Context: an optimization exercise on an open-source flow, tuned for small area. The choices shown serve that exercise and are no tape-out recipe.
In this exercise RTL edits were held to simulation tests only and were not proved equivalent to the original.
Power is estimated from default activity; no workload was simulated.

## flow/flow/run.sh

```bash
#!/bin/bash
# Own layout flow: the standard flow (standard.sh) with these changes after
# synthesis, which itself runs unchanged:
#  - combinational cells are swapped for the stronger cell of the same
#    footprint and area (inv_1 -> inv_2, ...), see upsize.tcl;
#  - port buffers use buf_1 instead of the slow clkdlybuf4s50_1 delay cell;
#  - clock tree synthesis inserts no dummy loads and uses clkbuf_16 leaf
#    buffers on clusters of up to 25 sinks.
# Each tool's output goes to a log file of its own in this folder.
set -euo pipefail
bash standard.sh synth > synth.log 2>&1
RES=orfs/results/sky130hd/regfile_mp/base
UPSIZE_ODB=$RES/1_synth.odb openroad -no_init -exit flow/upsize.tcl > upsize.log 2>&1
touch $RES/1_synth.sdc
export BUFFER_PORTS_ARGS="-buffer_cell sky130_fd_sc_hd__buf_1"
export CTS_ARGS="-sink_clustering_enable -repair_clock_nets -dont_use_dummy_load -buf_list {sky130_fd_sc_hd__clkbuf_16} -sink_clustering_size 25 -sink_clustering_max_diameter 100"
bash standard.sh > layout.log 2>&1
```

## flow/flow/upsize.tcl

```tcl
# Swap each combinational cell for the stronger cell of the same footprint
# and the same area (inv_1 -> inv_2, or2_1 -> or2_2, ...). Registers and
# every other cell are left as synthesis made them.
set swaps {
  inv_1 inv_2  or2_0 or2_2  or2_1 or2_2  and2_0 and2_1  mux2_1 mux2_2
  o21ai_0 o21ai_1  a21boi_0 a21boi_1  a21bo_1 a21bo_2  a31o_1 a31o_2
  and4bb_1 and4bb_2  o211a_1 o211a_2  o21ba_1 o21ba_2  o221a_1 o221a_2
  o311ai_0 o311ai_1  or3b_1 or3b_2  or4b_1 or4b_2
}
set odb $::env(UPSIZE_ODB)
read_db $odb
set db [ord::get_db]
set n 0
foreach {from to} $swaps {
  set m [$db findMaster sky130_fd_sc_hd__$to]
  foreach inst [[ord::get_db_block] getInsts] {
    if {[[$inst getMaster] getName] eq "sky130_fd_sc_hd__$from"} {
      $inst swapMaster $m
      incr n
    }
  }
}
puts "upsize: swapped $n cells"
write_db $odb
```

## flow/standard.sh

```bash
#!/bin/bash
# synth_recipe.tcl (not shown) runs the flow's synth.tcl, then flattens the netlist and writes it again
# the make line also repeats each setting of config.mk as NAME=value (left out here)
make -C /OpenROAD-flow-scripts/flow DESIGN_CONFIG=/design/flow/config.mk WORK_HOME=/design/flow/orfs CLKGATE_MAP_FILE= SYNTH_SCRIPT=/design/flow/synth_recipe.tcl "${@:-finish}"
```

## flow/config.mk

```make
export PLATFORM = sky130hd
export DESIGN_NAME = regfile_mp
export DESIGN_NICKNAME = regfile_mp
export VERILOG_FILES = /design/flow/design.v
export SDC_FILE = /design/flow/constraint.sdc
export NUM_CORES = 8
export LEC_CHECK = 0
export CAP_MARGIN = 20
export CORE_MARGIN = 2
export CORE_UTILIZATION = 40
export GPL_TIMING_DRIVEN = 0
export SLEW_MARGIN = 20
export SYNTH_HIERARCHICAL = 1
```

## flow/constraint.sdc

```tcl
create_clock -name core_clock -period 6.0 [get_ports {clk}]
set_input_delay 1.2000 -clock core_clock [delete_from_list [all_inputs] [get_ports {clk}]]
set_output_delay 1.2000 -clock core_clock [all_outputs]
set_load 0.01 [all_outputs]
```

## flow/design.v

```verilog
package regfile_pkg;
    localparam int DEF_DATA_W = 32;
    localparam int DEF_ADDR_W = 5;
    localparam int REG_ZERO   = 0;
endpackage
module rf_o22ai (input logic a1, a2, b1, b2, output logic y);
    assign y = ~((a1 | a2) & (b1 | b2));
endmodule
module rf_a222oi (input logic a1, a2, b1, b2, c1, c2, output logic y);
    assign y = ~((a1 & a2) | (b1 & b2) | (c1 & c2));
endmodule
module rf_inv (input logic a, output logic y);
    assign y = ~a;
endmodule
module rf_nand2 (input logic a, b, output logic y);
    assign y = ~(a & b);
endmodule
module rf_nand3 (input logic a, b, c, output logic y);
    assign y = ~(a & b & c);
endmodule
module rf_nand4 (input logic a, b, c, d, output logic y);
    assign y = ~(a & b & c & d);
endmodule
module rf_or2 (input logic a, b, output logic y);
    assign y = a | b;
endmodule
module rf_nor2 (input logic a, b, output logic y);
    assign y = ~(a | b);
endmodule
module rf_xor2 (input logic a, b, output logic y);
    assign y = a ^ b;
endmodule
module rf_xnor2 (input logic a, b, output logic y);
    assign y = ~(a ^ b);
endmodule
module rf_mux2i (input logic a0, a1, s, output logic y);
    assign y = ~(s ? a1 : a0);
endmodule
module rf_sel31 (input logic [31:1] sel, input logic [31:1] d, output logic y);
    logic [10:0] t;
    logic [1:0]  u;
    logic        w;
    genvar g;
    generate
        for (g = 0; g < 10; g++) begin : g_l1
            rf_a222oi u_a (.a1(sel[3*g+1]), .a2(d[3*g+1]),
                           .b1(sel[3*g+2]), .b2(d[3*g+2]),
                           .c1(sel[3*g+3]), .c2(d[3*g+3]), .y(t[g]));
        end
    endgenerate
    rf_nand2 u_n31 (.a(sel[31]), .b(d[31]), .y(t[10]));
    rf_nand4 u_u0 (.a(t[0]), .b(t[1]), .c(t[2]), .d(t[3]), .y(u[0]));
    rf_nand4 u_u1 (.a(t[4]), .b(t[5]), .c(t[6]), .d(t[7]), .y(u[1]));
    rf_nor2  u_w  (.a(u[0]), .b(u[1]), .y(w));
    rf_nand4 u_y  (.a(w), .b(t[8]), .c(t[9]), .d(t[10]), .y(y));
endmodule
module rf_dec31 (input logic [3:0] pa, input logic [7:0] pb, output logic [31:1] sel);
    genvar g;
    generate
        for (g = 1; g < 32; g++) begin : g_s
            logic n;
            rf_nand2 u_n (.a(pa[g % 4]), .b(pb[g / 4]), .y(n));
            rf_inv   u_i (.a(n), .y(sel[g]));
        end
    endgenerate
endmodule
module rf_dec31w (input logic [3:0] pa_n, input logic [7:0] pb_n,
                  output logic [31:1] sel, output logic [31:1] sel_n);
    genvar g;
    generate
        for (g = 1; g < 32; g++) begin : g_s
            rf_or2 u_n (.a(pa_n[g % 4]), .b(pb_n[g / 4]), .y(sel_n[g]));
            rf_inv u_i (.a(sel_n[g]), .y(sel[g]));
        end
    endgenerate
endmodule
import regfile_pkg::*;
module regfile_scoreboard
#(
    parameter int ADDR_W = DEF_ADDR_W
) (
    input  logic                    clk,
    input  logic                    reset_n,
    input  logic [(1<<ADDR_W)-1:1]  sel,
    input  logic                    rsv_req,
    input  logic [ADDR_W-1:0]       rsv_addr,
    output logic                    rsv_ok,
    output logic [(1<<ADDR_W)-1:1]  busy,
    output logic [ADDR_W:0]         busy_cnt
);
    localparam int DEPTH = 1 << ADDR_W;
    logic [DEPTH-1:1] busy_reg;
    logic [DEPTH-1:1] busy_next;
    logic [DEPTH-1:1] rq;
    logic [3:0]       qa;
    logic [7:0]       qb;
    logic [ADDR_W:0]  cnt_reg;
    logic             rsv_hit, wr_clear;
    for (genvar j = 0; j < 4; j++) begin : g_qa
        assign qa[j] = rsv_req && (rsv_addr[1:0] == 2'(j));
    end
    for (genvar k = 0; k < 8; k++) begin : g_qb
        assign qb[k] = (rsv_addr[4:2] == 3'(k));
    end
    genvar gi;
    generate
        for (gi = 1; gi < DEPTH; gi++) begin : g_busy
            logic ntake;
            assign rq[gi] = qa[gi % 4] && qb[gi / 4];
            assign ntake  = !(reset_n && rq[gi]);
            rf_mux2i u_nx (.a0(ntake), .a1(sel[gi]), .s(busy_reg[gi]), .y(busy_next[gi]));
        end
    endgenerate
    rf_sel31 u_rhit (.sel(rq), .d(busy_reg), .y(rsv_hit));
    rf_sel31 u_wclr (.sel(sel), .d(busy_reg), .y(wr_clear));
    assign rsv_ok = rsv_req && (rsv_addr != '0) && !rsv_hit;
    always_ff @(posedge clk) begin
        busy_reg <= busy_next;
        if (!reset_n)
            cnt_reg <= '0;
        else if (rsv_ok != wr_clear)
            cnt_reg <= rsv_ok ? cnt_reg + 1'b1 : cnt_reg - 1'b1;
    end
    assign busy     = busy_reg;
    assign busy_cnt = cnt_reg;
endmodule
import regfile_pkg::*;
module regfile_mp
#(
    parameter int DATA_W = DEF_DATA_W,
    parameter int ADDR_W = DEF_ADDR_W,
    parameter int NUM_RD = 2
) (
    input  logic                     clk,
    input  logic                     reset_n,
    input  logic                     we,
    input  logic [ADDR_W-1:0]        wa,
    input  logic [DATA_W-1:0]        wd,
    input  logic [NUM_RD*ADDR_W-1:0] ra,
    output logic [NUM_RD*DATA_W-1:0] rd,
    output logic [NUM_RD-1:0]        rd_busy,
    input  logic                     rsv_req,
    input  logic [ADDR_W-1:0]        rsv_addr,
    output logic                     rsv_ok,
    output logic [ADDR_W:0]          busy_cnt
);
    localparam int DEPTH = 1 << ADDR_W;
    localparam int HALF  = DATA_W / 2;
    logic                phase;
    logic [1:0]          phase_n, rst;
    logic [DATA_W-1:0]   nwp;
    logic [DEPTH-1:1]    sel, nsel;
    logic [DEPTH-1:1]    busy_vec;
    logic [DATA_W-1:0]   col [DEPTH-1:1];        
    logic [3:0]          sa_n;
    logic [7:0]          sb_n;
    always_ff @(posedge clk)
        phase <= reset_n && !phase;
    rf_inv u_ph0 (.a(phase), .y(phase_n[0]));
    rf_inv u_ph1 (.a(phase), .y(phase_n[1]));
    rf_inv u_rs0 (.a(reset_n), .y(rst[0]));
    rf_inv u_rs1 (.a(reset_n), .y(rst[1]));
    for (genvar j = 0; j < 4; j++) begin : g_wa
        assign sa_n[j] = !(we && (wa[1:0] == 2'(j))) && reset_n;
    end
    for (genvar k = 0; k < 8; k++) begin : g_wb
        assign sb_n[k] = (wa[4:2] != 3'(k)) && reset_n;
    end
    rf_dec31w u_wdec (.pa_n(sa_n), .pb_n(sb_n), .sel(sel), .sel_n(nsel));
    regfile_scoreboard #(
        .ADDR_W (ADDR_W)
    ) u_scoreboard (
        .clk      (clk),
        .reset_n  (reset_n),
        .sel      (sel),
        .rsv_req  (rsv_req),
        .rsv_addr (rsv_addr),
        .rsv_ok   (rsv_ok),
        .busy     (busy_vec),
        .busy_cnt (busy_cnt)
    );
    genvar gi, gj, gk;
    generate
        for (gj = 0; gj < DATA_W; gj++) begin : g_col
            logic y;
            rf_xnor2 u_x (.a(wd[gj]), .b(phase_n[gj / HALF]), .y(y));
            rf_or2   u_o (.a(y), .b(rst[gj / HALF]), .y(nwp[gj]));
        end
        for (gi = 1; gi < DEPTH; gi++) begin : g_row
            logic [DATA_W-1:0] q, d;
            for (gj = 0; gj < DATA_W; gj++) begin : g_bit
                rf_o22ai u_d (.a1(q[gj]), .a2(sel[gi]), .b1(nsel[gi]), .b2(nwp[gj]), .y(d[gj]));
            end
            always_ff @(posedge clk)
                q <= d;
            assign col[gi] = q;
        end
        for (gk = 0; gk < NUM_RD; gk++) begin : g_rd
            logic [ADDR_W-1:0] ra_k;
            logic [3:0]        pa;
            logic [7:0]        pb;
            logic [DEPTH-1:1]  rsel;
            logic              flip_n;
            logic [1:0]        flip;
            assign ra_k = ra[gk*ADDR_W +: ADDR_W];
            for (genvar j = 0; j < 4; j++) begin : g_pa
                assign pa[j] = (ra_k[1:0] == 2'(j));
            end
            for (genvar k = 0; k < 8; k++) begin : g_pb
                assign pb[k] = (ra_k[4:2] == 3'(k));
            end
            rf_dec31 u_rdec (.pa(pa), .pb(pb), .sel(rsel));
            rf_nand2 u_fn (.a(phase), .b(ra_k != '0), .y(flip_n));
            rf_inv   u_f0 (.a(flip_n), .y(flip[0]));
            rf_inv   u_f1 (.a(flip_n), .y(flip[1]));
            for (gj = 0; gj < DATA_W; gj++) begin : g_bit
                logic [DEPTH-1:1] dcol;
                logic             m;
                for (gi = 1; gi < DEPTH; gi++) begin : g_tap
                    assign dcol[gi] = col[gi][gj];
                end
                rf_sel31 u_sel (.sel(rsel), .d(dcol), .y(m));
                rf_xor2  u_out (.a(m), .b(flip[gj / HALF]), .y(rd[gk*DATA_W + gj]));
            end
            rf_sel31 u_bsel (.sel(rsel), .d(busy_vec), .y(rd_busy[gk]));
        end
    endgenerate
endmodule
```

==> out/results.tsv, run 1 <==
stage	metric	value	unit
critical_path	critical path type	in -> reg	
yosys	post-synthesis compound-gate area fraction	0.341	
run_status	violated checks	setup timing	
global_route	vias in the first global route	37200	
floorplanning	Top-Level Pins	129	
floorplanning	Core ar.	96300	um2
global_route	first-pass GRT wire length	257000	um
clock_tree	Clock Latency Late Sink	0.64	ns
clock_tree	Clock Pin Slew Worst Setup and Hold Paths	0.10	ns
clock_tree	TritonCTS clock tree	built	
yosys	Synth Area per Inst	10.8	um2
clock_tree	CTS root buffer	clkbuf_16	
floorplanning	Die Width	315	um
yosys	main combinational cell family by area after synthesis	compound AO/OA/AOI/OAI gates	
yosys	Mapped Nets	3647	
cells_and_area	Syn-to-layout area delta	8.46	%
critical_path	critical path endpoint category	register	
yosys	post-synthesis simple-gate area fraction	0.0805	
global_route	met3 usage	0.133	
yosys	Commonest cells post-synth	1,030 x dfxtp_1, 992 x o22ai_1, 680 x a222oi_1, 205 x nand4_1, 178 x nand2_1	
timing	Setup Viol. Count Final	6	
detailed_routing	Wirelength per Cell	36.3	um
clock_tree	Post-CTS Setup Repair Bufs	0	
run_status	outcome	complete, but fails checks	
cells_and_area	final instance area	42000	um2
critical_path	Critical Path RT	6.58	ns
yosys	Ys Warns	10	
timing	Fin. Hold Viols	0	
critical_path	FF-to-FF setup slack	2.86	ns
critical_path	Setup crit end	u_scoreboard.cnt_reg[5]$_SDFFE_PN0P_	
yosys	Post-synth ARST share	0	
clock_tree	H-tree depth	2	
yosys	sequential share of the synthesized area	0.533	
clock_tree	hold buffer count at CTS	0	
floorplanning	Initial Utilization	0.402	
critical_path	R2R cell count	12	
timing	RSZ-0062 raised after global routing	no	
critical_path	Critical path origin	reset_n	
yosys	post-synthesis mux area share	0.00957	
detailed_routing	ANT nets after route	0	
yosys	area leader, netlist	dfxtp_1	
floorplanning	row cnt	114	
timing	final period utilization	1.03	
placed_design	Post-DP HPWL	98700	um
yosys	Yosys reg bits	1030	
clock_tree	clock tree sinks	1030	
yosys	top_reg_cell synth	dfxtp_1	
yosys	Synth cell types	47	
global_route	largest net degree at the start of global routing	35	
timing	Fmax	162	MHz
critical_path	Startpoint Class	primary input	
global_route	GRT overflow	0	
detailed_routing	# DRC	0	
yosys	Post-Synth XOR/XNOR Area	0.0227	
global_route	global-route met2 utilization	0.516	
floorplanning	Die Y	315	um
critical_path	WP data arrival	6.75	ns
detailed_routing	drt pass-1 iters	14	
detailed_routing	Post-Route WL	183000	um
placed_design	Setup WS pre-CTS	-0.438	ns
cells_and_area	share of layout cells above drive strength 1	0.0630	
timing	max_slew headroom	0.129	
yosys	EDFF count, synth	0	
min_path	Hold Path Class	reg -> reg	
timing	final setup margin	-0.170	ns
flow_run	max-cap viol count	0	
detailed_routing	Via Count	40300	
yosys	post-synthesis adder-cell area fraction	0.00181	
placed_design	Placer Congestion	0.875	
yosys	Yosys top cell area share	0.533	
clock_tree	Num CTS Buffers	47	
critical_path	end of the worst register-to-register path	u_scoreboard.cnt_reg[5]$_SDFFE_PN0P_	
pwr	Leak Pwr	14.3	nW
global_route	met1 Use GR	0.446	
global_route	initial antenna violation count	13	
critical_path	CP Max Fanout	34	
yosys	Syn Inst Count	3586	
floorplanning	Die Area	99200	um2
cells_and_area	max reg flops	992	
critical_path	worst reg2reg startpoint	u_scoreboard.busy_reg[10]$_DFF_P_	
yosys	Netlist Area Pre-Place	38700	um2
placed_design	Placed Instance Area	40800	um2
cells_and_area	nets@finish	3823	
detailed_routing	DR vias/cell	7.99	
clock_tree	post-cts sizing count	0	
global_route	global-route layer with the greatest usage	met2	
timing	Tightest Pin Transition	1.31	ns
pwr	Max VDD drop	0.000207	V
pwr	PD cells	372	nW/um2
yosys	Area contributors post-synth	dfxtp_1 53%, a222oi_1 18%, o22ai_1 16%	
global_route	GRT Overall Usage	0.348	
timing	clk_skew	0.0224	ns
timing	Final min period	6.17	ns
clock_tree	Max Root-Sink Buffers	3	
timing	Final Slew Violations	0	
placed_design	number of port buffers	127	
yosys	most numerous cell in the Yosys netlist	dfxtp_1	
detailed_routing	initial drt markers	8835	
layout by cell type, fill, tap and decap left out, types with 2 or more instances in the layout:
cell,instances
inv_2,110
nor2_1,111
nand3b_2,2
nand4_1,205
clkbuf_16,47
nor2b_1,5
nor3b_1,8
a31oi_1,6
diode_2,6
nand3b_1,2
a211oi_1,2
nand2b_1,2
ha_1,4
xnor2_1,33
mux2i_1,37
buf_1,127
dfxtp_1,1030
or3b_2,3
and3_1,3
o211ai_1,2
nand3_1,2
or2_2,62
o31a_1,5
xor2_1,64
nand2_1,178
a222oi_1,680
o22ai_1,992
clkbuf_1,2
buf_2,4
or2_4,3
and3b_1,6
and2_1,3
o21ai_1,2
nor3_1,4
kinds of logic after synthesis:
kind of cell,Yosys count
AOI/OAI and AO/OA,1696
xor gates and xnor gates,98
adders and majority gates,5
buffers and inverters,116
DFF,1030
muxes,37
and+or+nand+nor,604
per-module statistics from Yosys (local to each module, per instance), excerpt:
module | cells | flip-flops and latches | area (um2) | times used
rf_nand4 | 1 | 0 | 6.26 | 204
regfile_mp | 1041 | 993 | 20200 | 1
rf_xnor2 | 1 | 0 | 8.76 | 32
rf_or2 | 1 | 0 | 6.26 | 63
rf_nor2 | 1 | 0 | 3.75 | 68
rf_mux2i | 1 | 0 | 10.0 | 31
rf_a222oi | 1 | 0 | 10.0 | 680
worst min path at each step:
stage | cells past startpoint | to | startpoint
2_1_floorplan | 1 | g_row[10].q[0]$_DFF_P_ | g_row[10].q[0]$_DFF_P_
3_3_place_gp | 1 | g_row[10].q[18]$_DFF_P_ | g_row[10].q[18]$_DFF_P_
3_5_place_dp | 1 | g_row[31].q[9]$_DFF_P_ | g_row[31].q[9]$_DFF_P_
4_1_cts | 1 | g_row[31].q[9]$_DFF_P_ | g_row[31].q[9]$_DFF_P_
5_1_grt | 1 | g_row[2].q[5]$_DFF_P_ | g_row[2].q[5]$_DFF_P_
6_report | 1 | g_row[2].q[24]$_DFF_P_ | g_row[2].q[24]$_DFF_P_
routing by layer:
| metal | vias to the layer above | part of all wire |
|---|---|---|
| met5 | - | 0.00087 |
| met4 | 14 | 0.054 |
| met3 | 743 | 0.16 |
| met1 | 19700 | 0.36 |
| met2 | 3414 | 0.42 |
| li1 | 16400 | - |
layout make-up:
cell class | count | area (um2)
Clock buffer | 47 | 1180
Tap cell | 1276 | 1600
Antenna cell | 6 | 15.0
Buffer | 6 | 27.5
Fill cell | 9382 | 54300
Sequential cell | 1030 | 20600
Timing Repair Buffer | 127 | 477
Multi-Input combinational cell | 2440 | 17600
Inverter | 110 | 413
critical path: stages:
cell and delay [ns]:
buf_1 0.73, inv_2 0.21, a31oi_1 0.78, or2_2 1.06
inv_2 0.77, a222oi_1 0.53, nand4_1 0.24, nor2_1 0.14
nand4_1 0.32, a211oi_1 0.35, o2bb2ai_1 0.17, mux2i_1 0.19
through the flow:
stage | TNS [ns] | util | hold WS (ns) | total power (W) | instances
final | -0.620 | 0.436 | 0.469 | 0.0156 | 5042
after global routing | 0 | 0.436 | 0.485 | 0.0161 | 5039
after CTS | 0 | 0.436 | 0.473 | 0.0154 | 5036
after detailed placement | -2.10 | 0.423 | 0.459 | 0.0119 | 4989
after global placement | -1.65 | 0.423 | 0.449 | 0.0118 | 4989
after floorplan | 0 | - | 0.442 | 0.0107 | 3586
power breakdown:
part	internal (W)	switching, W	total, W
clock network	0.00141	0.00222	0.00363
registers	0.00809	0.000931	0.00903
logic	0.00102	0.00195	0.00297
==> run 2, diff against run 1 <==
--- a/flow/config.mk
+++ b/flow/config.mk
@@ -10,3 +10,2 @@
 export CORE_UTILIZATION = 40
-export GPL_TIMING_DRIVEN = 0
 export SLEW_MARGIN = 20
==> out/results.tsv, run 2 <==
stage	metric	value	unit
placed_design	Post-DP HPWL	111000	um
min_path	Hold Path Class	reg -> reg	
clock_tree	Clock Pin Slew Worst Setup and Hold Paths	0.10	ns
run_status	outcome	timing/DRC/antenna clean	
floorplanning	Core ar.	96300	um2
timing	Tightest Pin Transition	1.08	ns
yosys	post-synthesis simple-gate area fraction	0.0805	
detailed_routing	DR vias/cell	7.99	
clock_tree	Max Root-Sink Buffers	3	
pwr	combinational fraction of design power	0.191	
global_route	GRT overflow	0	
detailed_routing	drt pass-1 iters	14	
timing	Final Slew Violations	0	
clock_tree	post-cts sizing count	0	
critical_path	critical path endpoint category	output port	
yosys	Yosys reg bits	1030	
yosys	Post-Synth XOR/XNOR Area	0.0227	
placed_design	Placer Congestion	1.05	
timing	Fin. Hold Viols	0	
yosys	sequential share of the synthesized area	0.533	
yosys	Post-synth ARST share	0	
yosys	Netlist Area Pre-Place	38700	um2
global_route	initial antenna violation count	13	
detailed_routing	Via Count	41400	
timing	RSZ-0062 raised after global routing	no	
cells_and_area	fin cells	5181	
timing	final period utilization	0.946	
timing	Fmax	176	MHz
critical_path	R2R cell count	12	
clock_tree	CTS root buffer	clkbuf_16	
floorplanning	row cnt	114	
yosys	area leader, netlist	dfxtp_1	
critical_path	Startpoint Class	primary input	
placed_design	post-placement cell count	5124	
critical_path	FF-to-FF setup slack	2.72	ns
critical_path	end of the worst register-to-register path	u_scoreboard.cnt_reg[5]$_SDFFE_PN0P_	
critical_path	CP Max Fanout	23	
yosys	Ys Warns	10	
clock_tree	Num CTS Buffers	47	
clock_tree	TritonCTS clock tree	built	
yosys	top_reg_cell synth	dfxtp_1	
floorplanning	Top-Level Pins	129	
yosys	Synth Area per Inst	10.8	um2
clock_tree	hold buffer count at CTS	0	
flow_run	max-cap viol count	0	
yosys	EDFF count, synth	0	
pwr	Sw Share	0.327	
yosys	post-synthesis compound-gate area fraction	0.341	
detailed_routing	# DRC	0	
floorplanning	Initial Utilization	0.402	
placed_design	number of port buffers	128	
pwr	clock share of power	0.231	
timing	max_slew headroom	0.277	
pwr	total net switching power	0.00514	W
yosys	Synth cell types	47	
critical_path	worst reg2reg startpoint	u_scoreboard.busy_reg[22]$_DFF_P_	
yosys	Yosys top cell area share	0.533	
yosys	post-synthesis mux area share	0.00957	
yosys	most numerous cell in the Yosys netlist	dfxtp_1	
detailed_routing	Wirelength per Cell	36.1	um
timing	Hold Slack	0.474	ns
floorplanning	Die Width	315	um
cells_and_area	Syn-to-layout area delta	11.2	%
clock_tree	Post-CTS Setup Repair Bufs	0	
yosys	Commonest cells post-synth	1,030 x dfxtp_1, 992 x o22ai_1, 680 x a222oi_1, 205 x nand4_1, 178 x nand2_1	
detailed_routing	ANT nets after route	0	
cells_and_area	max reg flops	992	
global_route	GRT Overall Usage	0.357	
pwr	Leak Pwr	15.0	nW
floorplanning	Die Area	99200	um2
yosys	Area contributors post-synth	dfxtp_1 53%, a222oi_1 18%, o22ai_1 16%	
floorplanning	Die Y	315	um
critical_path	critical path type	in -> out	
cells_and_area	leading cell type in the layout, fill and taps excluded	dfxtp_1	
clock_tree	Clock Latency Late Sink	0.66	ns
timing	Setup Viol. Count Final	0	
cells_and_area	most frequent cells in the layout	1,030 x dfxtp_1, 992 x o22ai_1, 680 x a222oi_1	
pwr	PD cells	365	nW/um2
min_path	hold_sp	g_row[17].q[30]$_DFF_P_	
global_route	vias in the first global route	38400	
clock_tree	H-tree depth	2	
yosys	Mapped Nets	3647	
critical_path	Setup crit end	rd[5]	
detailed_routing	Post-Route WL	187000	um
critical_path	Critical Path RT	4.80	ns
critical_path	WP data arrival	4.47	ns
cells_and_area	share of layout cells above drive strength 1	0.0958	
critical_path	Critical path origin	ra[3]	
timing	Final min period	5.67	ns
cells_and_area	nets@finish	3958	
pwr	Max VDD drop	0.000218	V
global_route	first-pass GRT wire length	264000	um
pwr	Internal	0.0106	W
pwr	Seq pwr share	0.578	
detailed_routing	initial drt markers	9723	
cells_and_area	# fillers	9293	
timing	clk_skew	0.0585	ns
yosys	post-synthesis adder-cell area fraction	0.00181	
clock_tree	clock tree sinks	1030	
yosys	Syn Inst Count	3586	
yosys	main combinational cell family by area after synthesis	compound AO/OA/AOI/OAI gates	
global_route	largest net degree at the start of global routing	35	
timing	Final TNS setup	0	ns
## run 2: kinds of logic (layout without fill, tap and decap cells)
family / after synthesis / after routing
xor+xnor: 98 / 98
compound gates: 1696 / 1696
mux: 37 / 37
other cells: 0 / 10
flops: 1030 / 1030
fa+ha+maj: 5 / 5
buf+inv: 116 / 425
simple gates: 604 / 604
## run 2: how the worst min path moves through the flow
stage / endpoint / slack [ns] / cells after the start
floorplan: g_row[10].q[0]$_DFF_P_ / 0.44 / 1
CTS: g_row[14].q[27]$_DFF_P_ / 0.47 / 1
global route: g_row[9].q[3]$_DFF_P_ / 0.49 / 1
detailed placement: g_row[7].q[0]$_DFF_P_ / 0.46 / 1
global placement: g_row[12].q[1]$_DFF_P_ / 0.45 / 1
finish: g_row[17].q[30]$_DFF_P_ / 0.47 / 1
## run 2: per-module statistics from Yosys (local to each module, per instance), excerpt
module      times used  flops+latches  cells  area (um2)
regfile_mp           1            993   1041       20200
rf_a222oi          680              0      1        10.0
rf_inv             101              0      1        3.75
rf_mux2i            31              0      1        10.0
rf_nand2           132              0      1        3.75
rf_nand4           204              0      1        6.26
rf_nor2             68              0      1        3.75
rf_o22ai           992              0      1        6.26
rf_or2              63              0      1        6.26
rf_xnor2            32              0      1        8.76
rf_xor2             64              0      1        8.76
## run 2: worst max-delay path, stage by stage
cell and delay (ns):
buf_1 0.27, and3b_1 0.30, nand2_1 0.10, inv_2 0.31, buf_4 0.33, a222oi_1 0.36
nand4_1 0.46, nor2_1 0.53, nand4_1 0.20, xor2_1 0.18, buf_1 0.20
## run 2: stage by stage
stage	utilization	instance area, um2	total power [W]	worst slack, ns
finish	0.447	43000	0.0157	0.326
global route	0.447	43000	0.0162	0.252
CTS	0.447	43000	0.0155	0.673
detailed placement	0.434	41800	0.0120	0.673
global placement	0.434	41800	0.0119	0.657
floorplan	-	38700	0.0107	2.03
## run 2: metal layers
layer | share of wire | track usage | vias to the layer above
li1 | - | - | 16700
met1 | 0.36 | 0.456 | 20100
met2 | 0.41 | 0.517 | 3780
met3 | 0.16 | 0.143 | 862
met4 | 0.061 | 0.179 | 16
met5 | 0.00093 | 0.00629 | -
## run 2: area by class of cell
class,count,area [um2],share of cell area
Sequential cell,1030,20600,0.479
Multi-Input combinational cell,2440,17600,0.410
Tap cell,1276,1600,0.0371
Timing Repair Buffer,268,1570,0.0365
Clock buffer,47,1180,0.0273
Inverter,110,413,0.00960
Antenna cell,10,25.0,0.000582
## run 2: power by group through the flow
stage | sequential, W | combinational (W) | clock [W]
2_1_floorplan | 0.00893 | 0.00176 | 0
3_3_place_gp | 0.00915 | 0.00280 | 0
3_5_place_dp | 0.00917 | 0.00286 | 0
4_1_cts | 0.00902 | 0.00286 | 0.00361
5_1_grt | 0.00922 | 0.00310 | 0.00383
6_report | 0.00908 | 0.00301 | 0.00362
==> run 3, diff against run 2 <==
--- a/flow/design.v
+++ b/flow/design.v
@@ -83,3 +83,4 @@
     input  logic                    reset_n,
-    input  logic [(1<<ADDR_W)-1:1]  sel,
+    input  logic                    we,
+    input  logic [ADDR_W-1:0]       wa,
     input  logic                    rsv_req,
@@ -94,2 +95,3 @@
     logic [DEPTH-1:1] rq;
+    logic [DEPTH-1:1] sel;    
     logic [3:0]       qa;
@@ -108,3 +110,4 @@
             logic ntake;
-            assign rq[gi] = qa[gi % 4] && qb[gi / 4];
+            assign rq[gi]  = qa[gi % 4] && qb[gi / 4];
+            assign sel[gi] = (we && wa == ADDR_W'(gi)) || !reset_n;
             assign ntake  = !(reset_n && rq[gi]);
@@ -174,3 +177,4 @@
         .reset_n  (reset_n),
-        .sel      (sel),
+        .we       (we),
+        .wa       (wa),
         .rsv_req  (rsv_req),
--- a/flow/config.mk
+++ b/flow/config.mk
@@ -10,2 +10,4 @@
 export CORE_UTILIZATION = 40
+export GPL_TIMING_DRIVEN = 0
+export SETUP_SLACK_MARGIN = 0.5
 export SLEW_MARGIN = 20
==> out/results.tsv, run 3 <==
stage	metric	value	unit
run_status	outcome	timing/DRC/antenna clean	
floorplanning	Die Y	316	um
yosys	Commonest cells post-synth	1,030 x dfxtp_1, 992 x o22ai_1, 680 x a222oi_1, 207 x nand4_1, 182 x nand2_1	
critical_path	Startpoint Class	primary input	
detailed_routing	DR vias/cell	8.05	
critical_path	Critical Path RT	4.80	ns
yosys	Netlist Area Pre-Place	38900	um2
timing	Final Slew Violations	0	
yosys	Yosys top cell area share	0.530	
timing	final setup margin	0.388	ns
cells_and_area	most frequent cells in the layout	1,030 x dfxtp_1, 992 x o22ai_1, 680 x a222oi_1	
global_route	vias in the first global route	38000	
flow_run	max-cap viol count	0	
floorplanning	Core ar.	96600	um2
yosys	EDFF count, synth	0	
critical_path	CP Max Fanout	33	
detailed_routing	initial drt markers	9490	
placed_design	Placer Congestion	0.926	
min_path	Hold Path Class	reg -> reg	
timing	Fin. Hold Viols	0	
yosys	Mapped Nets	3698	
cells_and_area	nets@finish	3878	
critical_path	worst path buffer plus inverter count	3	
pwr	Leak Pwr	14.4	nW
detailed_routing	Post-Route WL	189000	um
global_route	largest net degree at the start of global routing	34	
yosys	Area contributors post-synth	dfxtp_1 53%, a222oi_1 17%, o22ai_1 16%	
pwr	Max VDD drop	0.000225	V
global_route	GRT overflow	0	
critical_path	WP depth	10	
critical_path	WP data arrival	4.41	ns
critical_path	slowest CP cell	inv_2	
critical_path	end of the worst register-to-register path	u_scoreboard.cnt_reg[4]$_SDFFE_PN0P_	
critical_path	worst reg2reg startpoint	u_scoreboard.busy_reg[13]$_DFF_P_	
timing	Setup Viol. Count Final	0	
detailed_routing	Via Count	41000	
detailed_routing	# DRC	0	
yosys	Yosys reg bits	1030	
cells_and_area	max reg flops	992	
timing	final period utilization	0.935	
floorplanning	Top-Level Pins	129	
clock_tree	Post-CTS Setup Repair Bufs	0	
clock_tree	Clock Latency Late Sink	0.68	ns
detailed_routing	Wirelength per Cell	37.1	um
placed_design	Setup WS pre-CTS	0.531	ns
cells_and_area	Syn-to-layout area delta	8.78	%
clock_tree	Clock Pin Slew Worst Setup and Hold Paths	0.10	ns
yosys	Post-synth ARST share	0	
yosys	Synth cell types	44	
yosys	Syn Inst Count	3637	
clock_tree	TritonCTS clock tree	built	
timing	max_slew headroom	0.135	
cells_and_area	share of layout cells above drive strength 1	0.0619	
global_route	initial antenna violation count	15	
yosys	Ys Warns	10	
yosys	Synth Area per Inst	10.7	um2
critical_path	Critical path origin	ra[0]	
floorplanning	row cnt	114	
timing	Final min period	5.61	ns
timing	Tightest Pin Transition	1.30	ns
min_path	worst hold stages	1	
floorplanning	Initial Utilization	0.403	
yosys	sequential share of the synthesized area	0.530	
timing	Fmax	178	MHz
placed_design	number of port buffers	128	
timing	clk_skew	0.0310	ns
yosys	top_reg_cell synth	dfxtp_1	
critical_path	crit-path leading delay family	buffers and inverters	
critical_path	critical path endpoint category	output port	
floorplanning	Die Area	99900	um2
cells_and_area	leading cell type in the layout, fill and taps excluded	dfxtp_1	
floorplanning	Die Width	316	um
clock_tree	Num CTS Buffers	48	
placed_design	Post-DP HPWL	98000	um
clock_tree	Max Root-Sink Buffers	3	
detailed_routing	drt pass-1 iters	13	
critical_path	critical path, cell by cell	buf_1 > and2_1 > nand2_1 > inv_2 > a222oi_1 > nand4_1 > nor2_1 > nand4_1 > xor2_1 > buf_1	
timing	Final TNS setup	0	ns
clock_tree	CTS root buffer	clkbuf_16	
clock_tree	clock tree sinks	1030	
yosys	most numerous cell in the Yosys netlist	dfxtp_1	
detailed_routing	ANT nets after route	0	
critical_path	R2R cell count	12	
timing	RSZ-0062 raised after global routing	yes	
critical_path	peak per-stage delay on the critical path	0.81	ns
global_route	GRT Overall Usage	0.358	
pwr	PD cells	369	nW/um2
critical_path	critical path type	in -> out	
critical_path	Setup crit end	rd[4]	
global_route	first-pass GRT wire length	264000	um
yosys	area leader, netlist	dfxtp_1	
clock_tree	H-tree depth	2	
critical_path	FF-to-FF setup slack	2.88	ns
[run 3: cell types whose count changed after synthesis, sizes merged, moves of 2 or more]
| cell | delta |
|---|---|
| nand4b | +2 |
| nand2 | +4 |
| o21ai | +30 |
| nand4 | +2 |
| nand2b | +5 |
| nand3 | +3 |
| inv | -2 |
| nor2 | +2 |
| clkbuf | +4 |
[run 3: where the power goes]
part	internal [W]	total, W	switching (W)	leakage [nW]
Sequential	0.00809	0.00902	0.000925	8.67
Combinational	0.00102	0.00293	0.00191	5.15
Clock	0.00144	0.00368	0.00224	0.592
[run 3: how the worst min path moves through the flow]
stage / startpoint / end / slack (ns)
finish: g_row[30].q[13]$_DFF_P_ / g_row[30].q[13]$_DFF_P_ / 0.47
global route: g_row[23].q[25]$_DFF_P_ / g_row[23].q[25]$_DFF_P_ / 0.49
CTS: g_row[2].q[26]$_DFF_P_ / g_row[2].q[26]$_DFF_P_ / 0.47
detailed placement: g_row[31].q[6]$_DFF_P_ / g_row[31].q[6]$_DFF_P_ / 0.46
global placement: g_row[19].q[15]$_DFF_P_ / g_row[19].q[15]$_DFF_P_ / 0.45
floorplan: g_row[10].q[0]$_DFF_P_ / g_row[10].q[0]$_DFF_P_ / 0.44
[run 3: per-layer routing]
metal	global-route usage	part of all wire	vias up
li1	-	-	16600
met1	0.461	0.37	19900
met2	0.511	0.41	3691
met3	0.151	0.17	800
met4	0.182	0.056	16
met5	0	0.0010	-
[run 3: repair_timing]
action,CTS,global route
hold buffers,0,0
setup endpoints to repair,0,25
gates resized for setup,0,59
[run 3: cell families after synthesis]
kind of cell | count (synthesis) | share of synthesized area
adder cells (fa/ha/maj) | 5 | 0.00180
AND/OR/NAND/NOR | 623 | 0.0824
XOR/XNOR | 98 | 0.0225
flip-flops | 1030 | 0.530
AO/OA/AOI/OAI | 1726 | 0.343
buffers and inverters | 118 | 0.0115
multiplexers | 37 | 0.00951
[run 3: cell type report]
cell class                      count  area [um2]
Antenna cell                        5        12.5
Buffer                             10        42.5
Clock buffer                       48        1200
Fill cell                        9389       54200
Inverter                          108         478
Multi-Input combinational cell   2489       17900
Sequential cell                  1030       20600
Tap cell                         1276        1600
Timing Repair Buffer              130         528
[run 3: modules after synthesis, one instance, submodules excluded, a selection]
| module | area (um2) | flops+latches | cells | times used |
|---|---|---|---|---|
| rf_o22ai | 6.26 | 0 | 1 | 992 |
| rf_mux2i | 10.0 | 0 | 1 | 31 |
| rf_xnor2 | 8.76 | 0 | 1 | 32 |
| rf_a222oi | 10.0 | 0 | 1 | 680 |
| rf_nand2 | 3.75 | 0 | 1 | 132 |
| rf_xor2 | 8.76 | 0 | 1 | 64 |
| regfile_mp | 20200 | 993 | 1041 | 1 |
| rf_nand4 | 6.26 | 0 | 1 | 204 |
| rf_inv | 3.75 | 0 | 1 | 101 |
| rf_or2 | 6.26 | 0 | 1 | 63 |
| rf_nor2 | 3.75 | 0 | 1 | 68 |
[run 3: through the flow]
stage                      util  cell area [um2]  std cells  power, W  hold slack [ns]
after global routing      0.439            42300       5091    0.0161            0.486
after global placement    0.425            41000       5041    0.0118            0.450
after floorplan               -            38900       3637    0.0107            0.442
final                     0.439            42400       5096    0.0156            0.472
after detailed placement  0.425            41000       5041    0.0119            0.459
after CTS                 0.437            42200       5089    0.0154            0.471
==> run 4, diff against run 3 <==
--- a/flow/config.mk
+++ b/flow/config.mk
@@ -9,5 +9,5 @@
 export CORE_MARGIN = 2
-export CORE_UTILIZATION = 40
+export CORE_UTILIZATION = 50
 export GPL_TIMING_DRIVEN = 0
-export SETUP_SLACK_MARGIN = 0.5
+export SETUP_SLACK_MARGIN = 0.3
 export SLEW_MARGIN = 20
==> out/results.tsv, run 4 <==
stage	metric	value	unit
global_route	initial antenna violation count	14	
timing	Fin. Hold Viols	0	
timing	Final Slew Violations	0	
yosys	Mapped Nets	3698	
timing	RSZ-0062 raised after global routing	no	
timing	Fmax	176	MHz
critical_path	Startpoint Class	primary input	
timing	max_slew headroom	0.103	
floorplanning	Initial Utilization	0.503	
critical_path	WP data arrival	4.47	ns
cells_and_area	Syn-to-layout area delta	7.81	%
critical_path	Critical path origin	ra[2]	
timing	Tightest Pin Transition	1.35	ns
cells_and_area	multi-input logic area	17900	um2
critical_path	slowest CP cell	inv_2	
global_route	first-pass GRT wire length	273000	um
cells_and_area	fin cells	4861	
yosys	Synth Area per Inst	10.7	um2
floorplanning	Die Area	80100	um2
timing	Setup Viol. Count Final	0	
timing	Final TNS setup	0	ns
detailed_routing	# DRC	0	
cells_and_area	FF+latch area	20600	um2
detailed_routing	ANT nets after route	0	
clock_tree	CTS root buffer	clkbuf_16	
clock_tree	TritonCTS clock tree	built	
floorplanning	Die Width	283	um
floorplanning	Die Y	283	um
yosys	Syn Inst Count	3637	
pwr	Max VDD drop	0.000261	V
critical_path	worst path buffer plus inverter count	3	
cells_and_area	most frequent cells in the layout	1,030 x dfxtp_1, 992 x o22ai_1, 680 x a222oi_1	
critical_path	peak per-stage delay on the critical path	0.78	ns
run_status	outcome	timing/DRC/antenna clean	
yosys	sequential share of the synthesized area	0.530	
critical_path	critical path endpoint category	output port	
clock_tree	Num CTS Buffers	47	
detailed_routing	DR vias/cell	8.73	
detailed_routing	Post-Route WL	194000	um
timing	clk_skew	0.0309	ns
clock_tree	Clock Pin Slew Worst Setup and Hold Paths	0.06	ns
pwr	PD cells	373	nW/um2
floorplanning	Top-Level Pins	129	
yosys	Commonest cells post-synth	1,030 x dfxtp_1, 992 x o22ai_1, 680 x a222oi_1, 207 x nand4_1, 182 x nand2_1	
global_route	vias in the first global route	40800	
placed_design	Placer Congestion	0.895	
min_path	hold_sp	g_row[3].q[7]$_DFF_P_	
cells_and_area	share of layout cells above drive strength 1	0.0614	
yosys	Ys Warns	10	
detailed_routing	Via Count	42500	
placed_design	Post-DP HPWL	103000	um
critical_path	critical path type	in -> out	
clock_tree	clock tree sinks	1030	
yosys	Yosys top cell area share	0.530	
detailed_routing	drt pass-1 iters	15	
placed_design	Placed Instance Area	40800	um2
cells_and_area	max reg flops	992	
yosys	EDFF count, synth	0	
placed_design	number of port buffers	128	
clock_tree	Max Root-Sink Buffers	3	
critical_path	crit-path leading delay family	buffers and inverters	
yosys	top_reg_cell synth	dfxtp_1	
timing	final period utilization	0.945	
pwr	Leak Pwr	14.4	nW
clock_tree	Clock Latency Late Sink	0.65	ns
global_route	largest net degree at the start of global routing	34	
clock_tree	Post-CTS Setup Repair Bufs	0	
critical_path	critical path, cell by cell	buf_1 > nor3b_1 > nand2_1 > inv_2 > a222oi_1 > nand4_1 > nor2_1 > nand4_1 > xor2_1 > buf_1	
floorplanning	row cnt	102	
cells_and_area	nets@finish	3877	
clock_tree	H-tree depth	2	
yosys	Synth cell types	44	
yosys	Yosys reg bits	1030	
min_path	Hold Path Class	reg -> reg	
placed_design	post-placement cell count	4806	
cells_and_area	# fillers	6865	
yosys	Area contributors post-synth	dfxtp_1 53%, a222oi_1 17%, o22ai_1 16%	
detailed_routing	Wirelength per Cell	40.0	um
timing	Final min period	5.67	ns
detailed_routing	initial drt markers	10300	
global_route	GRT overflow	0	
critical_path	CP Max Fanout	33	
yosys	area leader, netlist	dfxtp_1	
yosys	most numerous cell in the Yosys netlist	dfxtp_1	
clock_tree	hold buffer count at CTS	0	
cells_and_area	final instance area	42000	um2
critical_path	Critical Path RT	4.80	ns
flow_run	max-cap viol count	0	
critical_path	worst reg2reg startpoint	u_scoreboard.busy_reg[1]$_DFF_P_	
yosys	Netlist Area Pre-Place	38900	um2
global_route	GRT Overall Usage	0.453	
cells_and_area	leading cell type in the layout, fill and taps excluded	dfxtp_1	
floorplanning	Core ar.	77300	um2
yosys	Post-synth ARST share	0	
[run 4: cell counts after synthesis]
No cell type changed its count.
[run 4: per-stage QoR]
stage	power, W	setup WS, ns	hold WS (ns)	utilization
6_report	0.0156	0.331	0.474	0.543
5_1_grt	0.0161	0.290	0.485	0.543
4_1_cts	0.0154	0.606	0.474	0.542
3_5_place_dp	0.0119	0.626	0.459	0.527
3_3_place_gp	0.0117	0.722	0.448	0.527
2_1_floorplan	0.0107	1.99	0.442	-
[run 4: modules after synthesis, one instance, submodules excluded, a selection]
module | copies in the design | cells inside | flip-flops and latches | cell area, um2
rf_or2 | 63 | 1 | 0 | 6.26
rf_xnor2 | 32 | 1 | 0 | 8.76
rf_mux2i | 31 | 1 | 0 | 10.0
rf_inv | 101 | 1 | 0 | 3.75
rf_nand4 | 204 | 1 | 0 | 6.26
rf_nand2 | 132 | 1 | 0 | 3.75
regfile_mp | 1 | 1041 | 993 | 20200
rf_nor2 | 68 | 1 | 0 | 3.75
rf_xor2 | 64 | 1 | 0 | 8.76
rf_a222oi | 680 | 1 | 0 | 10.0
rf_o22ai | 992 | 1 | 0 | 6.26
[run 4: area by class of cell]
class	instances	area share
plain buffers	10	0.00101
diodes	7	0.000417
flip-flops and latches	1030	0.491
well taps	1040	0.0310
inverters	108	0.00978
clock buffers	47	0.0280
repair buffers	130	0.0126
multi-input cells	2489	0.426
[run 4: worst paths after layout]
check,endpoint,slack [ns],depth (start not counted)
max,rd[20],0.33,10
min,g_row[3].q[7]$_DFF_P_,0.47,1
max reg2reg,u_scoreboard.cnt_reg[4]$_SDFFE_PN0P_,2.77,12
min reg2reg,g_row[3].q[7]$_DFF_P_,0.47,1
[run 4: per-layer routing]
| layer | up-vias | routed length, um | share of wire | GRT usage |
|---|---|---|---|---|
| met3 | 1056 | 34400 | 0.18 | 0.204 |
| met1 | 20500 | 67900 | 0.35 | 0.562 |
| met2 | 4203 | 78500 | 0.40 | 0.644 |
| met4 | 24 | 13300 | 0.068 | 0.271 |
| li1 | 16600 | - | - | - |
| met5 | - | 416 | 0.0021 | 0.00536 |
[run 4: timing repair]
| item | CTS | global route |
|---|---|---|
| endpoints found under the hold margin | 0 | 0 |
| resized for setup | 0 | 2 |
| endpoints found under the setup margin | 0 | 1 |
[run 4: where the power goes]
part | total (W) | switching (W) | internal [W]
sequential | 0.00906 | 0.000966 | 0.00809
clock | 0.00361 | 0.00221 | 0.00141
combinational | 0.00297 | 0.00195 | 0.00102
total | 0.0156 | 0.00513 | 0.0105
[run 4: kinds of logic after synthesis]
| kind of cell | after synthesis | share of synthesized area |
|---|---|---|
| AND/OR/NAND/NOR | 623 | 0.0824 |
| AO/OA/AOI/OAI | 1726 | 0.343 |
| multiplexers | 37 | 0.00951 |
| XOR/XNOR | 98 | 0.0225 |
| buffers and inverters | 118 | 0.0115 |
| adder cells (fa/ha/maj) | 5 | 0.00180 |
| flip-flops | 1030 | 0.530 |
==> run 5, diff against run 4 <==
--- a/flow/config.mk
+++ b/flow/config.mk
@@ -9,3 +9,3 @@
 export CORE_MARGIN = 2
-export CORE_UTILIZATION = 50
+export CORE_UTILIZATION = 60
 export GPL_TIMING_DRIVEN = 0
==> out/results.tsv, run 5 <==
stage	metric	value	unit
yosys	Ys Warns	10	
timing	Final Slew Violations	0	
clock_tree	Post-CTS Setup Repair Bufs	0	
floorplanning	row cnt	93	
detailed_routing	DR vias/cell	9.20	
critical_path	Startpoint Class	primary input	
flow_run	max-cap viol count	0	
critical_path	worst reg2reg startpoint	u_scoreboard.busy_reg[13]$_DFF_P_	
cells_and_area	utilization after layout	0.648	
yosys	Synth Area per Inst	10.7	um2
critical_path	Critical path origin	ra[0]	
timing	Final min period	5.56	ns
global_route	GRT Overall Usage	0.524	
timing	final period utilization	0.927	
timing	Fmax	180	MHz
yosys	Mapped Nets	3698	
timing	clk_skew	0.0354	ns
placed_design	Setup WS pre-CTS	0.773	ns
yosys	Commonest cells post-synth	1,030 x dfxtp_1, 992 x o22ai_1, 680 x a222oi_1, 207 x nand4_1, 182 x nand2_1	
global_route	vias in the first global route	41000	
detailed_routing	drt pass-1 iters	14	
global_route	GRT overflow	0	
timing	Setup Viol. Count Final	0	
floorplanning	Core ar.	64300	um2
placed_design	number of port buffers	128	
global_route	initial antenna violation count	13	
floorplanning	Top-Level Pins	129	
yosys	area leader, netlist	dfxtp_1	
floorplanning	Die Area	67000	um2
yosys	Yosys top cell area share	0.530	
cells_and_area	leading cell type in the layout, fill and taps excluded	dfxtp_1	
yosys	top_reg_cell synth	dfxtp_1	
yosys	EDFF count, synth	0	
yosys	Area contributors post-synth	dfxtp_1 53%, a222oi_1 17%, o22ai_1 16%	
critical_path	critical path endpoint category	output port	
yosys	most numerous cell in the Yosys netlist	dfxtp_1	
clock_tree	CTS root buffer	clkbuf_16	
yosys	Synth cell types	44	
yosys	Netlist Area Pre-Place	38900	um2
yosys	sequential share of the synthesized area	0.530	
clock_tree	Num CTS Buffers	47	
floorplanning	Initial Utilization	0.605	
timing	Final TNS setup	0	ns
critical_path	WP data arrival	4.36	ns
critical_path	CP Max Fanout	33	
run_status	outcome	timing/DRC/antenna clean	
clock_tree	Clock Pin Slew Worst Setup and Hold Paths	0.09	ns
detailed_routing	# DRC	0	
clock_tree	TritonCTS clock tree	built	
cells_and_area	most frequent cells in the layout	1,030 x dfxtp_1, 992 x o22ai_1, 680 x a222oi_1	
pwr	Max VDD drop	0.000277	V
timing	final setup margin	0.440	ns
pwr	PD cells	374	nW/um2
timing	Tightest Pin Transition	1.37	ns
critical_path	critical path type	in -> out	
yosys	Yosys reg bits	1030	
cells_and_area	nets@finish	3876	
detailed_routing	Wirelength per Cell	39.6	um
global_route	largest net degree at the start of global routing	34	
floorplanning	Die Y	259	um
global_route	first-pass GRT wire length	262000	um
yosys	Post-synth ARST share	0	
placed_design	Placer Congestion	0.950	
clock_tree	Clock Latency Late Sink	0.66	ns
placed_design	Placed Instance Area	40500	um2
clock_tree	H-tree depth	2	
timing	max_slew headroom	0.0863	
critical_path	Critical Path RT	4.80	ns
detailed_routing	initial drt markers	11000	
detailed_routing	Post-Route WL	185000	um
pwr	Leak Pwr	14.4	nW
yosys	Syn Inst Count	3637	
cells_and_area	final instance area	41700	um2
clock_tree	post-cts sizing count	0	
min_path	hold_sp	g_row[8].q[27]$_DFF_P_	
timing	Fin. Hold Viols	0	
floorplanning	Die Width	259	um
cells_and_area	share of layout cells above drive strength 1	0.0611	
clock_tree	clock tree sinks	1030	
detailed_routing	Via Count	43000	
cells_and_area	max reg flops	992	
timing	RSZ-0062 raised after global routing	no	
placed_design	Post-DP HPWL	98000	um
clock_tree	hold buffer count at CTS	0	
detailed_routing	ANT nets after route	0	
min_path	Hold Path Class	reg -> reg	
clock_tree	Max Root-Sink Buffers	3	
cells_and_area	Syn-to-layout area delta	7.14	%
-- run 5: cell types whose count changed in the layout (fill, tap and decap cells not counted) --
cell,change
inv_4,-1
inv_2,+1
or2_4,-3
buf_12,-1
or2_2,+3
-- run 5: final cells by class --
type                    count  area (um2)
fillers                  5139       22600
flip-flops and latches   1030       20600
multi-input cells        2489       17900
clock buffers              47        1180
well taps                 855        1070
repair buffers            129         508
inverters                 108         408
plain buffers              10        42.5
diodes                      7        17.5
-- run 5: layer usage --
metal | share of wire | vias up | track usage | routed length, um
li1 | - | 16600 | - | -
met5 | 0.0017 | - | 0.0292 | 323
met2 | 0.39 | 4686 | 0.727 | 71400
met1 | 0.33 | 20300 | 0.629 | 60300
met3 | 0.20 | 1326 | 0.279 | 37400
met4 | 0.084 | 18 | 0.330 | 15500
-- run 5: path summary, 6_finish.rpt --
path,end,slack (ns),cells after the start
max,rd[22],0.44,10
min,g_row[8].q[27]$_DFF_P_,0.47,1
max reg2reg,u_scoreboard.cnt_reg[4]$_SDFFE_PN0P_,2.94,12
min reg2reg,g_row[8].q[27]$_DFF_P_,0.47,1
-- run 5: logic make-up after synthesis --
| logic type | after synthesis | synth area share |
|---|---|---|
| multiplexers | 37 | 0.00951 |
| AND/OR/NAND/NOR | 623 | 0.0824 |
| buffers and inverters | 118 | 0.0115 |
| adder cells (fa/ha/maj) | 5 | 0.00180 |
| XOR/XNOR | 98 | 0.0225 |
| flip-flops | 1030 | 0.530 |
| AO/OA/AOI/OAI | 1726 | 0.343 |
-- run 5: per-module statistics from Yosys (local to each module, per instance), excerpt --
module / flops+latches / area [um2] / cells inside / copies in the design
rf_xnor2: 0 / 8.76 / 1 / 32
rf_xor2: 0 / 8.76 / 1 / 64
rf_or2: 0 / 6.26 / 1 / 63
rf_mux2i: 0 / 10.0 / 1 / 31
regfile_mp: 993 / 20200 / 1041 / 1
rf_nand2: 0 / 3.75 / 1 / 132
rf_o22ai: 0 / 6.26 / 1 / 992
rf_a222oi: 0 / 10.0 / 1 / 680
-- run 5: power breakdown --
part / leakage (nW) / internal, W / switching, W / total (W)
clock network: 0.579 / 0.00141 / 0.00217 / 0.00357
logic: 5.15 / 0.00101 / 0.00194 / 0.00295
registers: 8.67 / 0.00809 / 0.000979 / 0.00907
-- run 5: critical path, stage by stage --
cell and delay [ns]:
buf_1 0.14, nor2b_1 0.54, nand2_1 0.16, inv_2 0.78
a222oi_1 0.28, nand4_1 0.49, nor2_1 0.25, nand4_1 0.19
xor2_1 0.16, buf_1 0.17
-- run 5: metrics by stage --
stage          cells  hold WS, ns  total power, W
5_1_grt         4668        0.489          0.0160
3_5_place_dp    4620        0.458          0.0119
4_1_cts         4667        0.474          0.0153
6_report        4675        0.474          0.0156
3_3_place_gp    4620        0.449          0.0116
2_1_floorplan   3637        0.442          0.0107
==> run 6, diff against run 5 <==
--- a/flow/config.mk
+++ b/flow/config.mk
@@ -9,3 +9,3 @@
 export CORE_MARGIN = 2
-export CORE_UTILIZATION = 60
+export CORE_UTILIZATION = 40
 export GPL_TIMING_DRIVEN = 0
==> out/results.tsv, run 6 <==
stage	metric	value	unit
yosys	most numerous cell in the Yosys netlist	dfxtp_1	
timing	Fin. Hold Viols	0	
clock_tree	Clock Latency Late Sink	0.68	ns
timing	Final min period	5.80	ns
yosys	Netlist Area Pre-Place	38900	um2
clock_tree	Max Root-Sink Buffers	3	
yosys	Yosys reg bits	1030	
yosys	Post-Synth XOR/XNOR Area	0.0225	
flow_run	max-cap viol count	0	
detailed_routing	drt pass-1 iters	14	
yosys	Commonest cells post-synth	1,030 x dfxtp_1, 992 x o22ai_1, 680 x a222oi_1, 207 x nand4_1, 182 x nand2_1	
placed_design	Placed Instance Area	41000	um2
global_route	global-route met2 utilization	0.511	
floorplanning	Die Area	99900	um2
cells_and_area	Syn-to-layout area delta	8.62	%
yosys	Synth Area per Inst	10.7	um2
yosys	sequential share of the synthesized area	0.530	
yosys	Synth cell types	44	
cells_and_area	most frequent cells in the layout	1,030 x dfxtp_1, 992 x o22ai_1, 680 x a222oi_1	
yosys	Mapped Nets	3698	
cells_and_area	final instance area	42300	um2
floorplanning	Initial Utilization	0.403	
detailed_routing	Wirelength per Cell	37.2	um
detailed_routing	Via Count	40900	
floorplanning	Core ar.	96600	um2
yosys	post-synthesis adder-cell area fraction	0.00180	
cells_and_area	nets@finish	3878	
global_route	met3 usage	0.151	
critical_path	critical path endpoint category	output port	
yosys	post-synthesis simple-gate area fraction	0.0824	
pwr	Leak Pwr	14.4	nW
critical_path	crit-path leading delay family	buffers and inverters	
pwr	Max VDD drop	0.000225	V
clock_tree	CTS root buffer	clkbuf_16	
global_route	GRT overflow	0	
clock_tree	H-tree depth	2	
clock_tree	clock tree sinks	1030	
yosys	Area contributors post-synth	dfxtp_1 53%, a222oi_1 17%, o22ai_1 16%	
clock_tree	TritonCTS clock tree	built	
timing	clk_skew	0.0317	ns
clock_tree	Post-CTS Setup Repair Bufs	0	
yosys	main combinational cell family by area after synthesis	compound AO/OA/AOI/OAI gates	
yosys	EDFF count, synth	0	
placed_design	number of port buffers	128	
yosys	Post-synth ARST share	0	
floorplanning	Die Width	316	um
timing	Final Slew Violations	0	
critical_path	Critical Path RT	4.80	ns
min_path	Hold Path Class	reg -> reg	
cells_and_area	leading cell type in the layout, fill and taps excluded	dfxtp_1	
detailed_routing	# DRC	0	
cells_and_area	utilization after layout	0.438	
timing	Setup Viol. Count Final	0	
timing	final period utilization	0.967	
run_status	outcome	timing/DRC/antenna clean	
yosys	area leader, netlist	dfxtp_1	
cells_and_area	share of layout cells above drive strength 1	0.0616	
pwr	Tot Pwr	0.0156	W
pwr	PD cells	369	nW/um2
critical_path	worst path buffer plus inverter count	3	
yosys	top_reg_cell synth	dfxtp_1	
detailed_routing	ANT nets after route	0	
critical_path	critical path type	in -> out	
timing	RSZ-0062 raised after global routing	yes	
clock_tree	Num CTS Buffers	48	
yosys	post-synthesis compound-gate area fraction	0.343	
detailed_routing	DR vias/cell	8.03	
floorplanning	Die Y	316	um
yosys	Syn Inst Count	3637	
critical_path	Startpoint Class	primary input	
global_route	largest net degree at the start of global routing	34	
global_route	met1 Use GR	0.461	
floorplanning	Top-Level Pins	129	
timing	max_slew headroom	0.127	
floorplanning	row cnt	114	
detailed_routing	Post-Route WL	189000	um
global_route	GRT Overall Usage	0.358	
critical_path	critical path, cell by cell	buf_1 > nor2b_1 > nand2_1 > inv_2 > a222oi_1 > nand4_1 > nor2_1 > nand4_1 > xor2_1 > buf_1	
timing	Final TNS setup	0	ns
placed_design	Placer Congestion	0.926	
yosys	Ys Warns	10	
critical_path	peak per-stage delay on the critical path	0.87	ns
clock_tree	Clock Pin Slew Worst Setup and Hold Paths	0.07	ns
timing	Fmax	172	MHz
timing	Tightest Pin Transition	1.31	ns
global_route	first-pass GRT wire length	264000	um
detailed_routing	initial drt markers	9058	
global_route	initial antenna violation count	15	
placed_design	Post-DP HPWL	98000	um
global_route	global-route layer with the greatest usage	met2	
global_route	vias in the first global route	38000	
critical_path	slowest CP cell	inv_2	
cells_and_area	max reg flops	992	
yosys	Yosys top cell area share	0.530	
yosys	post-synthesis mux area share	0.00951	
critical_path	CP Max Fanout	33	
cells_and_area	# fillers	9388	
critical_path	WP data arrival	4.60	ns
-- run 6: cell types whose count changed in the layout (fill, tap and decap cells not counted) --
cell       before  now
buf_12          0    1
clkbuf_16      47   48
inv_4           0    6
or2_4           3    2
or2_2          63   64
inv_2         106  102
clkinv_2        2    0
diode_2         7    5
-- run 6: path summary, 6_finish.rpt --
path	from	to	slack, ns	cells after the start
max reg2reg	u_scoreboard.busy_reg[13]$_DFF_P_	u_scoreboard.cnt_reg[4]$_SDFFE_PN0P_	2.88	12
min	g_row[2].q[26]$_DFF_P_	g_row[2].q[26]$_DFF_P_	0.47	1
min reg2reg	g_row[2].q[26]$_DFF_P_	g_row[2].q[26]$_DFF_P_	0.47	1
max	ra[1]	rd[4]	0.20	10
-- run 6: metal layers --
metal,routed length [um],part of all wire
met5,95,0.00050
met4,10700,0.057
met3,31600,0.17
met2,77600,0.41
met1,69400,0.37
-- run 6: final cells by class --
| cell class | count | area, um2 | share of cell area |
|---|---|---|---|
| clock buffer | 48 | 1200 | 0.0284 |
| timing repair buffer | 130 | 528 | 0.0125 |
| inverter | 108 | 420 | 0.00994 |
| tap | 1276 | 1600 | 0.0377 |
| multi-input combinational | 2489 | 17900 | 0.423 |
| antenna | 5 | 12.5 | 0.000296 |
| buffer | 10 | 42.5 | 0.00101 |
| sequential | 1030 | 20600 | 0.488 |
-- run 6: modules after synthesis (local to each module, per instance), excerpt --
| module | cell area, um2 | times used |
|---|---|---|
| rf_mux2i | 10.0 | 31 |
| rf_a222oi | 10.0 | 680 |
| rf_nand2 | 3.75 | 132 |
| rf_o22ai | 6.26 | 992 |
| rf_inv | 3.75 | 101 |
| rf_or2 | 6.26 | 63 |
| regfile_mp | 20200 | 1 |
| rf_xor2 | 8.76 | 64 |
| rf_xnor2 | 8.76 | 32 |
| rf_nand4 | 6.26 | 204 |
| rf_nor2 | 3.75 | 68 |
-- run 6: power by group --
| part | switching (W) | internal (W) | leakage (nW) |
|---|---|---|---|
| clock | 0.00224 | 0.00144 | 0.592 |
| combinational | 0.00191 | 0.00102 | 5.16 |
| sequential | 0.000930 | 0.00809 | 8.67 |
| total | 0.00508 | 0.0105 | 14.4 |
-- run 6: cells by family (layout without fill, tap and decap cells) --
group | after synthesis | in the layout
DFF | 1030 | 1030
buffers and inverters | 118 | 296
adders and majority gates | 5 | 5
and+or+nand+nor | 623 | 623
xor gates and xnor gates | 98 | 98
other | 0 | 5
AOI/OAI and AO/OA | 1726 | 1726
muxes | 37 | 37
-- run 6: metrics by stage --
| stage | worst slack, ns | cells | hold slack [ns] |
|---|---|---|---|
| 6_report | 0.196 | 5096 | 0.472 |
| 5_1_grt | 0.221 | 5091 | 0.486 |
| 4_1_cts | 0.528 | 5089 | 0.471 |
| 3_5_place_dp | 0.531 | 5041 | 0.459 |
| 3_3_place_gp | 0.534 | 5041 | 0.450 |
| 2_1_floorplan | 1.99 | 3637 | 0.442 |
-- run 6: repair_timing --
action / in CTS / in global routing
endpoints found under the setup margin: 0 / 3
endpoints found under the hold margin: 0 / 0
gates resized for setup: 0 / 12
hold buffers: 0 / 0
==> run 7, diff against run 6 <==
--- a/flow/config.mk
+++ b/flow/config.mk
@@ -9,3 +9,3 @@
 export CORE_MARGIN = 2
-export CORE_UTILIZATION = 40
+export CORE_UTILIZATION = 55
 export GPL_TIMING_DRIVEN = 0
==> out/results.tsv, run 7 <==
stage	metric	value	unit
run_status	outcome	timing/DRC/antenna clean	
critical_path	worst path buffer plus inverter count	3	
timing	max_slew headroom	0.126	
critical_path	critical path type	in -> out	
cells_and_area	share of layout cells above drive strength 1	0.0609	
cells_and_area	most frequent cells in the layout	1,030 x dfxtp_1, 992 x o22ai_1, 680 x a222oi_1	
yosys	Yosys reg bits	1030	
yosys	Netlist Area Pre-Place	38900	um2
yosys	top_reg_cell synth	dfxtp_1	
yosys	Commonest cells post-synth	1,030 x dfxtp_1, 992 x o22ai_1, 680 x a222oi_1, 207 x nand4_1, 182 x nand2_1	
clock_tree	post-cts sizing count	0	
critical_path	FF-to-FF setup slack	2.85	ns
critical_path	R2R cell count	12	
placed_design	Setup WS pre-CTS	0.737	ns
timing	Final TNS setup	0	ns
global_route	vias in the first global route	40500	
detailed_routing	Post-Route WL	190000	um
critical_path	WP depth	10	
clock_tree	Post-CTS Setup Repair Bufs	0	
critical_path	CP Max Fanout	33	
clock_tree	CTS root buffer	clkbuf_16	
clock_tree	clock tree sinks	1030	
critical_path	critical path, cell by cell	buf_1 > nor3b_1 > nand2_1 > inv_2 > a222oi_1 > nand4_1 > nor2_1 > nand4_1 > xor2_1 > buf_1	
cells_and_area	final instance area	41800	um2
detailed_routing	initial drt markers	11500	
detailed_routing	Via Count	42900	
timing	Setup Viol. Count Final	0	
min_path	Hold Path Class	reg -> reg	
timing	Final min period	5.68	ns
pwr	Leak Pwr	14.4	nW
global_route	GRT overflow	0	
clock_tree	Clock Pin Slew Worst Setup and Hold Paths	0.09	ns
floorplanning	Core ar.	70000	um2
clock_tree	Max Root-Sink Buffers	3	
critical_path	slowest CP cell	inv_2	
pwr	PD cells	374	nW/um2
timing	RSZ-0062 raised after global routing	no	
flow_run	max-cap viol count	0	
global_route	initial antenna violation count	21	
detailed_routing	ANT nets after route	0	
yosys	Post-synth ARST share	0	
global_route	first-pass GRT wire length	267000	um
yosys	Area contributors post-synth	dfxtp_1 53%, a222oi_1 17%, o22ai_1 16%	
timing	Tightest Pin Transition	1.31	ns
yosys	Syn Inst Count	3637	
yosys	Yosys top cell area share	0.530	
cells_and_area	leading cell type in the layout, fill and taps excluded	dfxtp_1	
detailed_routing	drt pass-1 iters	22	
floorplanning	Top-Level Pins	129	
critical_path	end of the worst register-to-register path	u_scoreboard.cnt_reg[4]$_SDFFE_PN0P_	
yosys	Synth cell types	44	
critical_path	Startpoint Class	primary input	
critical_path	worst reg2reg startpoint	u_scoreboard.busy_reg[1]$_DFF_P_	
critical_path	Setup crit end	rd[60]	
clock_tree	Clock Latency Late Sink	0.66	ns
critical_path	critical path endpoint category	output port	
detailed_routing	Wirelength per Cell	39.9	um
floorplanning	Die Width	270	um
timing	Fin. Hold Viols	0	
timing	clk_skew	0.0327	ns
critical_path	WP data arrival	4.48	ns
placed_design	Placed Instance Area	40600	um2
timing	Fmax	176	MHz
timing	Final Slew Violations	0	
floorplanning	Initial Utilization	0.556	
placed_design	Placer Congestion	0.927	
cells_and_area	nets@finish	3875	
yosys	most numerous cell in the Yosys netlist	dfxtp_1	
floorplanning	Die Area	72900	um2
floorplanning	Die Y	270	um
cells_and_area	max reg flops	992	
run 7: layout make-up:
cell class / instances / area, um2
diodes: 11 / 27.5
plain buffers: 10 / 42.5
clock buffers: 47 / 1180
fillers: 5953 / 28200
inverters: 108 / 405
multi-input cells: 2489 / 17900
flip-flops and latches: 1030 / 20600
well taps: 940 / 1180
repair buffers: 128 / 480
run 7: Yosys stat by module (local to each module, per instance), a selection:
module,flops+latches,cells,area [um2],times used
rf_mux2i,0,1,10.0,31
rf_a222oi,0,1,10.0,680
rf_xor2,0,1,8.76,64
rf_xnor2,0,1,8.76,32
rf_o22ai,0,1,6.26,992
rf_nand4,0,1,6.26,204
rf_or2,0,1,6.26,63
rf_nand2,0,1,3.75,132
rf_nor2,0,1,3.75,68
rf_inv,0,1,3.75,101
run 7: kinds of logic (layout without fill, tap and decap cells):
| group | count (synthesis) | in the layout | synth area share |
|---|---|---|---|
| AO/OA/AOI/OAI | 1726 | 1726 | 0.343 |
| XOR/XNOR | 98 | 98 | 0.0225 |
| adder cells (fa/ha/maj) | 5 | 5 | 0.00180 |
| buffers and inverters | 118 | 293 | 0.0115 |
| flip-flops | 1030 | 1030 | 0.530 |
| multiplexers | 37 | 37 | 0.00951 |
| other | 0 | 11 | 0 |
| AND/OR/NAND/NOR | 623 | 623 | 0.0824 |
run 7: stage by stage:
step	util	power (W)	hold slack [ns]	instances
2_1_floorplan	-	0.0107	0.442	3637
3_3_place_gp	0.580	0.0117	0.449	4705
3_5_place_dp	0.580	0.0119	0.460	4705
4_1_cts	0.597	0.0153	0.473	4752
5_1_grt	0.597	0.0160	0.485	4755
6_report	0.597	0.0156	0.473	4763
run 7: worst min path at each step:
| stage | to | startpoint | cells past startpoint | slack, ns |
|---|---|---|---|---|
| floorplan | g_row[10].q[0]$_DFF_P_ | g_row[10].q[0]$_DFF_P_ | 1 | 0.44 |
| global placement | g_row[13].q[30]$_DFF_P_ | g_row[13].q[30]$_DFF_P_ | 1 | 0.45 |
| detailed placement | g_row[4].q[17]$_DFF_P_ | g_row[4].q[17]$_DFF_P_ | 1 | 0.46 |
| CTS | g_row[10].q[22]$_DFF_P_ | g_row[10].q[22]$_DFF_P_ | 1 | 0.47 |
| global route | g_row[20].q[20]$_DFF_P_ | g_row[20].q[20]$_DFF_P_ | 1 | 0.49 |
| finish | g_row[8].q[25]$_DFF_P_ | g_row[8].q[25]$_DFF_P_ | 1 | 0.47 |
run 7: power breakdown:
group,total [W],leakage (nW),switching (W),internal (W)
registers,0.00906,8.67,0.000968,0.00809
logic,0.00297,5.14,0.00196,0.00101
clock network,0.00360,0.579,0.00219,0.00141
total,0.0156,14.4,0.00511,0.0105
run 7: per-layer routing:
metal | up-vias | part of all wire | GRT usage
li1 | 16600 | - | -
met1 | 20600 | 0.34 | 0.608
met2 | 4545 | 0.39 | 0.677
met3 | 1134 | 0.20 | 0.239
met4 | 26 | 0.072 | 0.286
met5 | - | 0.0020 | 0.0211

Setup slack of run 7, layout unchanged: 0.322 ns with ideal ports, 0.195 ns with driving cells assumed (clock clkbuf_16, inputs buf_2), 0.195 ns with port delays also shifted by the 0.713 ns mid clock arrival.
